This is an optimization exercise on Yosys and OpenROAD, whose aim is small area, a short achievable clock period and few clock cycles per item, not a production implementation.
Function was checked by simulation only, so behaviour that the tests miss may differ from the original.
Power and IR drop assume default switching activity.

==> flow/design.v <==
module mcu_exec_core #(
  parameter int OP_SZ  = 32,
  parameter int MEM_SZ = 4
) (
  input  logic              clk,
  input  logic              reset,
  input  logic              in_valid,
  output logic              in_ready,
  input  logic [3:0]        op_code,
  input  logic [MEM_SZ-1:0] op0,
  input  logic [MEM_SZ-1:0] op1,
  input  logic [MEM_SZ-1:0] op2,
  input  logic [OP_SZ-1:0]  wdata,
  output logic [OP_SZ-1:0]  out,
  output logic              done,
  output logic              carry,
  output logic              zero,
  output logic              err
);
  localparam int DEPTH = 2 ** MEM_SZ;
  localparam int SHW   = $clog2(OP_SZ);
  localparam int LVL   = $clog2(OP_SZ);
  logic [OP_SZ-1:0]  mem_q [DEPTH];
  logic              v_q, wr_q;
  logic [MEM_SZ-1:0] dst_q;
  logic [OP_SZ-1:0]  a_q, b_q;    
  logic              ar_q, sub_q, shl_q, shr_q, err_d_q;
  logic [3:0]        lut_q;       
  logic              done_q, carry_q, err_q, wb_we_q;
  logic [MEM_SZ-1:0] wb_dst_q;
  logic [OP_SZ-1:0]  out_q;
  logic [OP_SZ/4-1:0] zp_q;       
  logic [OP_SZ-1:0]  res, r0, r1, oth, lres, p, g;
  logic [OP_SZ:0]    c;
  logic              res_c;
  logic [OP_SZ-1:0]  rd_a, rd_b, wd;
  assign in_ready = 1'b1;
  logic       ar_d, sub_d, shl_d, shr_d, err_dd, wr_d;
  logic [3:0] lut_d;
  always_comb begin
    ar_d   = 1'b0; sub_d = 1'b0; shl_d = 1'b0; shr_d = 1'b0;
    err_dd = 1'b0; wr_d  = 1'b1;
    lut_d  = 4'b0000;
    case (op_code)
      4'd0: ar_d = 1'b1;
      4'd1: begin ar_d = 1'b1; sub_d = 1'b1; end
      4'd2: shl_d = 1'b1;
      4'd3: shr_d = 1'b1;
      4'd4: lut_d = 4'b1000;        
      4'd5: lut_d = 4'b1110;        
      4'd6: lut_d = 4'b0110;        
      4'd7: lut_d = 4'b0011;        
      4'd8: lut_d = 4'b1010;        
      4'd9: begin lut_d = 4'b1100; wr_d = 1'b0; end    
      default: begin err_dd = 1'b1; wr_d = 1'b0; end
    endcase
  end
  always_comb begin
    logic [OP_SZ-1:0] gg, pp, gn, pn;
    p  = a_q ^ b_q;
    g  = a_q & b_q;
    gg = g;
    pp = p;
    gg[0] = g[0] | (p[0] & sub_q);
    for (int l = 0; l < LVL; l++) begin
      for (int i = 0; i < OP_SZ; i++) begin
        if (i >= (1 << l)) begin
          gn[i] = gg[i] | (pp[i] & gg[i - (1 << l)]);
          pn[i] = pp[i] & pp[i - (1 << l)];
        end else begin
          gn[i] = gg[i];
          pn[i] = pp[i];
        end
      end
      gg = gn;
      pp = pn;
    end
    c[0] = sub_q;
    for (int i = 0; i < OP_SZ; i++) c[i+1] = gg[i];
  end
  always_comb begin
    for (int i = 0; i < OP_SZ; i++)
      lres[i] = lut_q[{a_q[i], b_q[i]}];
  end
  assign oth = ({OP_SZ{shl_q}} & (a_q << b_q[SHW-1:0])) |
               ({OP_SZ{shr_q}} & (a_q >> b_q[SHW-1:0])) | lres;
  assign r0  = ({OP_SZ{ar_q}} &  p) | oth;
  assign r1  = ({OP_SZ{ar_q}} & ~p) | oth;
  always_comb begin
    for (int i = 0; i < OP_SZ; i++) res[i] = c[i] ? r1[i] : r0[i];
  end
  assign res_c = ar_q & (c[OP_SZ] ^ sub_q);
  logic hit_a, hit_b, ld_d;
  logic [OP_SZ-1:0] a0, a1, b0, b1;
  always_comb begin
    rd_a = '0;
    rd_b = '0;
    for (int i = 0; i < DEPTH; i++) begin
      rd_a = rd_a | (mem_q[i] & {OP_SZ{op0 == MEM_SZ'(i)}});
      rd_b = rd_b | (mem_q[i] & {OP_SZ{op2 == MEM_SZ'(i)}});
    end
    if (wb_we_q && wb_dst_q == op0) rd_a = out_q;
    if (wb_we_q && wb_dst_q == op2) rd_b = out_q;
    hit_a = wr_q && dst_q == op0;
    hit_b = wr_q && dst_q == op2;
    ld_d  = (op_code == 4'd8);
    a0 = hit_a ? r0 : rd_a;
    a1 = hit_a ? r1 : rd_a;
    b0 = ld_d ? wdata : ((hit_b ? r0 : rd_b) ^ {OP_SZ{sub_d}});
    b1 = ld_d ? wdata : ((hit_b ? r1 : rd_b) ^ {OP_SZ{sub_d}});
  end
  always_ff @(posedge clk) begin
    if (!reset) begin
      v_q     <= 1'b0;
      wr_q    <= 1'b0;
      done_q  <= 1'b0;
      wb_we_q <= 1'b0;
    end else begin
      v_q     <= in_valid;
      wr_q    <= in_valid & wr_d;
      done_q  <= v_q;
      wb_we_q <= wr_q;
    end
  end
  always_ff @(posedge clk) begin
    ar_q     <= ar_d;
    sub_q    <= sub_d;
    shl_q    <= shl_d;
    shr_q    <= shr_d;
    err_d_q  <= err_dd;
    lut_q    <= lut_d;
    dst_q    <= op1;
    for (int i = 0; i < OP_SZ; i++) begin
      a_q[i] <= c[i] ? a1[i] : a0[i];
      b_q[i] <= c[i] ? b1[i] : b0[i];
    end
    wb_dst_q <= dst_q;
    out_q    <= res;
    for (int k = 0; k < OP_SZ/4; k++) zp_q[k] <= (res[4*k +: 4] == 4'd0);
    carry_q  <= res_c;
    err_q    <= err_d_q;
  end
  assign wd = out_q & {OP_SZ{reset}};
  always_ff @(posedge clk) begin
    for (int i = 0; i < DEPTH; i++) begin
      if (!reset || (wb_we_q && wb_dst_q == MEM_SZ'(i)))
        mem_q[i] <= wd;
    end
  end
  assign out   = out_q;
  assign done  = done_q;
  assign carry = carry_q;
  assign err   = err_q;
  assign zero  = &zp_q;
endmodule
export LEC_CHECK = 0
export CAP_MARGIN = 20
export CORE_MARGIN = 2
export CORE_UTILIZATION = 40
export CTS_CLUSTER_DIAMETER = 80
export CTS_CLUSTER_SIZE = 30
export SETUP_SLACK_MARGIN = 2.3
export SLEW_MARGIN = 20
create_clock -name core_clock -period 5.0 [get_ports {clk}]
standard.sh (not shown) runs the stock make flow with config.mk's settings and CLKGATE_MAP_FILE= SYNTH_SCRIPT=/design/flow/synth_recipe.tcl, a recipe that flattens the netlist after the stock synthesis.
==> flow/flow/run.sh <==
#!/bin/bash
# Own layout flow: the standard ORFS flow (standard.sh, unchanged
# synthesis script) with more cells left unused. Besides the platform's own
# don't-use list, slow cells are kept out of synthesis and repair: 3- and
# 4-input OR/NOR/AND and the complex gates with long series stacks, 3-input
# XOR, mux4, and the delay cells that port buffering would otherwise pick
# (so each port gets a plain buffer).
set -euo pipefail
PLATFORM_DONT_USE="sky130_fd_sc_hd__probe_p_8 sky130_fd_sc_hd__probec_p_8 sky130_fd_sc_hd__lpflow_bleeder_1 sky130_fd_sc_hd__lpflow_clkbufkapwr_1 sky130_fd_sc_hd__lpflow_clkbufkapwr_16 sky130_fd_sc_hd__lpflow_clkbufkapwr_2 sky130_fd_sc_hd__lpflow_clkbufkapwr_4 sky130_fd_sc_hd__lpflow_clkbufkapwr_8 sky130_fd_sc_hd__lpflow_clkinvkapwr_1 sky130_fd_sc_hd__lpflow_clkinvkapwr_16 sky130_fd_sc_hd__lpflow_clkinvkapwr_2 sky130_fd_sc_hd__lpflow_clkinvkapwr_4 sky130_fd_sc_hd__lpflow_clkinvkapwr_8 sky130_fd_sc_hd__lpflow_decapkapwr_12 sky130_fd_sc_hd__lpflow_decapkapwr_3 sky130_fd_sc_hd__lpflow_decapkapwr_4 sky130_fd_sc_hd__lpflow_decapkapwr_6 sky130_fd_sc_hd__lpflow_decapkapwr_8 sky130_fd_sc_hd__lpflow_inputiso0n_1 sky130_fd_sc_hd__lpflow_inputiso0p_1 sky130_fd_sc_hd__lpflow_inputiso1n_1 sky130_fd_sc_hd__lpflow_inputiso1p_1 sky130_fd_sc_hd__lpflow_inputisolatch_1 sky130_fd_sc_hd__lpflow_isobufsrc_1 sky130_fd_sc_hd__lpflow_isobufsrc_16 sky130_fd_sc_hd__lpflow_isobufsrc_2 sky130_fd_sc_hd__lpflow_isobufsrc_4 sky130_fd_sc_hd__lpflow_isobufsrc_8 sky130_fd_sc_hd__lpflow_isobufsrckapwr_16 sky130_fd_sc_hd__lpflow_lsbuf_lh_hl_isowell_tap_1 sky130_fd_sc_hd__lpflow_lsbuf_lh_hl_isowell_tap_2 sky130_fd_sc_hd__lpflow_lsbuf_lh_hl_isowell_tap_4 sky130_fd_sc_hd__lpflow_lsbuf_lh_isowell_4 sky130_fd_sc_hd__lpflow_lsbuf_lh_isowell_tap_1 sky130_fd_sc_hd__lpflow_lsbuf_lh_isowell_tap_2 sky130_fd_sc_hd__lpflow_lsbuf_lh_isowell_tap_4 "
EXTRA_DONT_USE="$(tr '\n' ' ' < flow/dont_use.txt)"
bash standard.sh "DONT_USE_CELLS=$PLATFORM_DONT_USE $EXTRA_DONT_USE" finish > standard_flow.log 2>&1
Other scripts of this flow, unchanged in this note and not shown: flow/flow/dont_use.txt
The baseline ran to the end with no violations.
Testbench counts at the start, summed over its fixed seeds: cycles 12,016, items 12,000.
Next try:
--- a/flow/design.v
+++ b/flow/design.v
@@ -79,22 +79,34 @@
     for (int i = 0; i < OP_SZ; i++) c[i+1] = gg[i];
   end
   always_comb begin
     for (int i = 0; i < OP_SZ; i++)
       lres[i] = lut_q[{a_q[i], b_q[i]}];
   end
-  assign oth = ({OP_SZ{shl_q}} & (a_q << b_q[SHW-1:0])) |
-               ({OP_SZ{shr_q}} & (a_q >> b_q[SHW-1:0])) | lres;
+  logic [SHW-1:0]   amt;
+  logic [OP_SZ-1:0] rot, sh_l, sh_r;
+  assign amt = b_q[SHW-1:0];
+  always_comb begin
+    rot = a_q;
+    for (int l = 0; l < SHW; l++)
+      if (amt[l]) rot = (rot >> (1 << l)) | (rot << (OP_SZ - (1 << l)));
+    for (int i = 0; i < OP_SZ; i++) begin
+      sh_r[i] = rot[i] & ({1'b0, amt} <= (SHW+1)'(OP_SZ - 1 - i));
+      sh_l[i] = rot[(i + 1) % OP_SZ] & ({1'b0, amt} >= (SHW+1)'(OP_SZ - 1 - i));
+    end
+  end
+  assign oth = ({OP_SZ{shl_q}} & sh_l) | ({OP_SZ{shr_q}} & sh_r) | lres;
   assign r0  = ({OP_SZ{ar_q}} &  p) | oth;
   assign r1  = ({OP_SZ{ar_q}} & ~p) | oth;
   always_comb begin
     for (int i = 0; i < OP_SZ; i++) res[i] = c[i] ? r1[i] : r0[i];
   end
   assign res_c = ar_q & (c[OP_SZ] ^ sub_q);
   logic hit_a, hit_b, ld_d;
-  logic [OP_SZ-1:0] a0, a1, b0, b1;
+  logic [OP_SZ-1:0] a0, a1, b0, b1, binv;
+  assign binv = {{(OP_SZ-SHW){sub_d}}, {SHW{sub_d | shl_d}}};
   always_comb begin
     rd_a = '0;
     rd_b = '0;
     for (int i = 0; i < DEPTH; i++) begin
       rd_a = rd_a | (mem_q[i] & {OP_SZ{op0 == MEM_SZ'(i)}});
       rd_b = rd_b | (mem_q[i] & {OP_SZ{op2 == MEM_SZ'(i)}});
@@ -103,14 +115,14 @@
     if (wb_we_q && wb_dst_q == op2) rd_b = out_q;
     hit_a = wr_q && dst_q == op0;
     hit_b = wr_q && dst_q == op2;
     ld_d  = (op_code == 4'd8);
     a0 = hit_a ? r0 : rd_a;
     a1 = hit_a ? r1 : rd_a;
-    b0 = ld_d ? wdata : ((hit_b ? r0 : rd_b) ^ {OP_SZ{sub_d}});
-    b1 = ld_d ? wdata : ((hit_b ? r1 : rd_b) ^ {OP_SZ{sub_d}});
+    b0 = ld_d ? wdata : ((hit_b ? r0 : rd_b) ^ binv);
+    b1 = ld_d ? wdata : ((hit_b ? r1 : rd_b) ^ binv);
   end
   always_ff @(posedge clk) begin
     if (!reset) begin
       v_q     <= 1'b0;
       wr_q    <= 1'b0;
       done_q  <= 1'b0;
The new run completed with no timing, DRC or antenna violations.
Design area hardly moves.
Hold slack improves by 0.0051 ns.
Synthesized cell count is higher by 1.3%.
Register-to-register slack gets better by 0.19 ns.
Global-route usage climbs by 1.0 points.
Total power rose by 1.4%.
Sequential share of layout area stays flat.
Fmax goes up by 6.8%.
Via count went up by 0.43%.
Testbench counts after the change, summed over its fixed seeds: cycles 12,016, items 12,000.

==> afterwards: timing with drivers on the ports <==
No port has a modelled driver above. Below, the same layouts with a new extraction and two added sets of constraints. Step 1 (the two cells are an assumption about what drives the block):
set clk [get_ports {clk}]
set_driving_cell -lib_cell sky130_fd_sc_hd__clkbuf_16 $clk
set_driving_cell -lib_cell sky130_fd_sc_hd__buf_2 [delete_from_list [all_inputs] $clk]
Step 2 adds t to the input delays and takes it off the output delays; t is the mean of the earliest and latest rising clock arrival at the registers after step 1. Input paths then give back, and output paths get back, about the clock's delay inside the block. a / b / c = ideal ports / drivers / drivers and shift; a / b = the first two.
run	t, ns	setup slack, ns	worst setup path after step 2	pins driven straight from the clock port
the first run	0.697	1.975 / 1.975 / 1.485	input to register	1
the second run	0.698	2.167 / 2.167 / 1.530	input to register	1
After both steps every run listed still meets setup and hold. For the second run, which loses most, drivers alone change the setup slack by 0.000 ns; drivers and shift together by -0.637 ns.
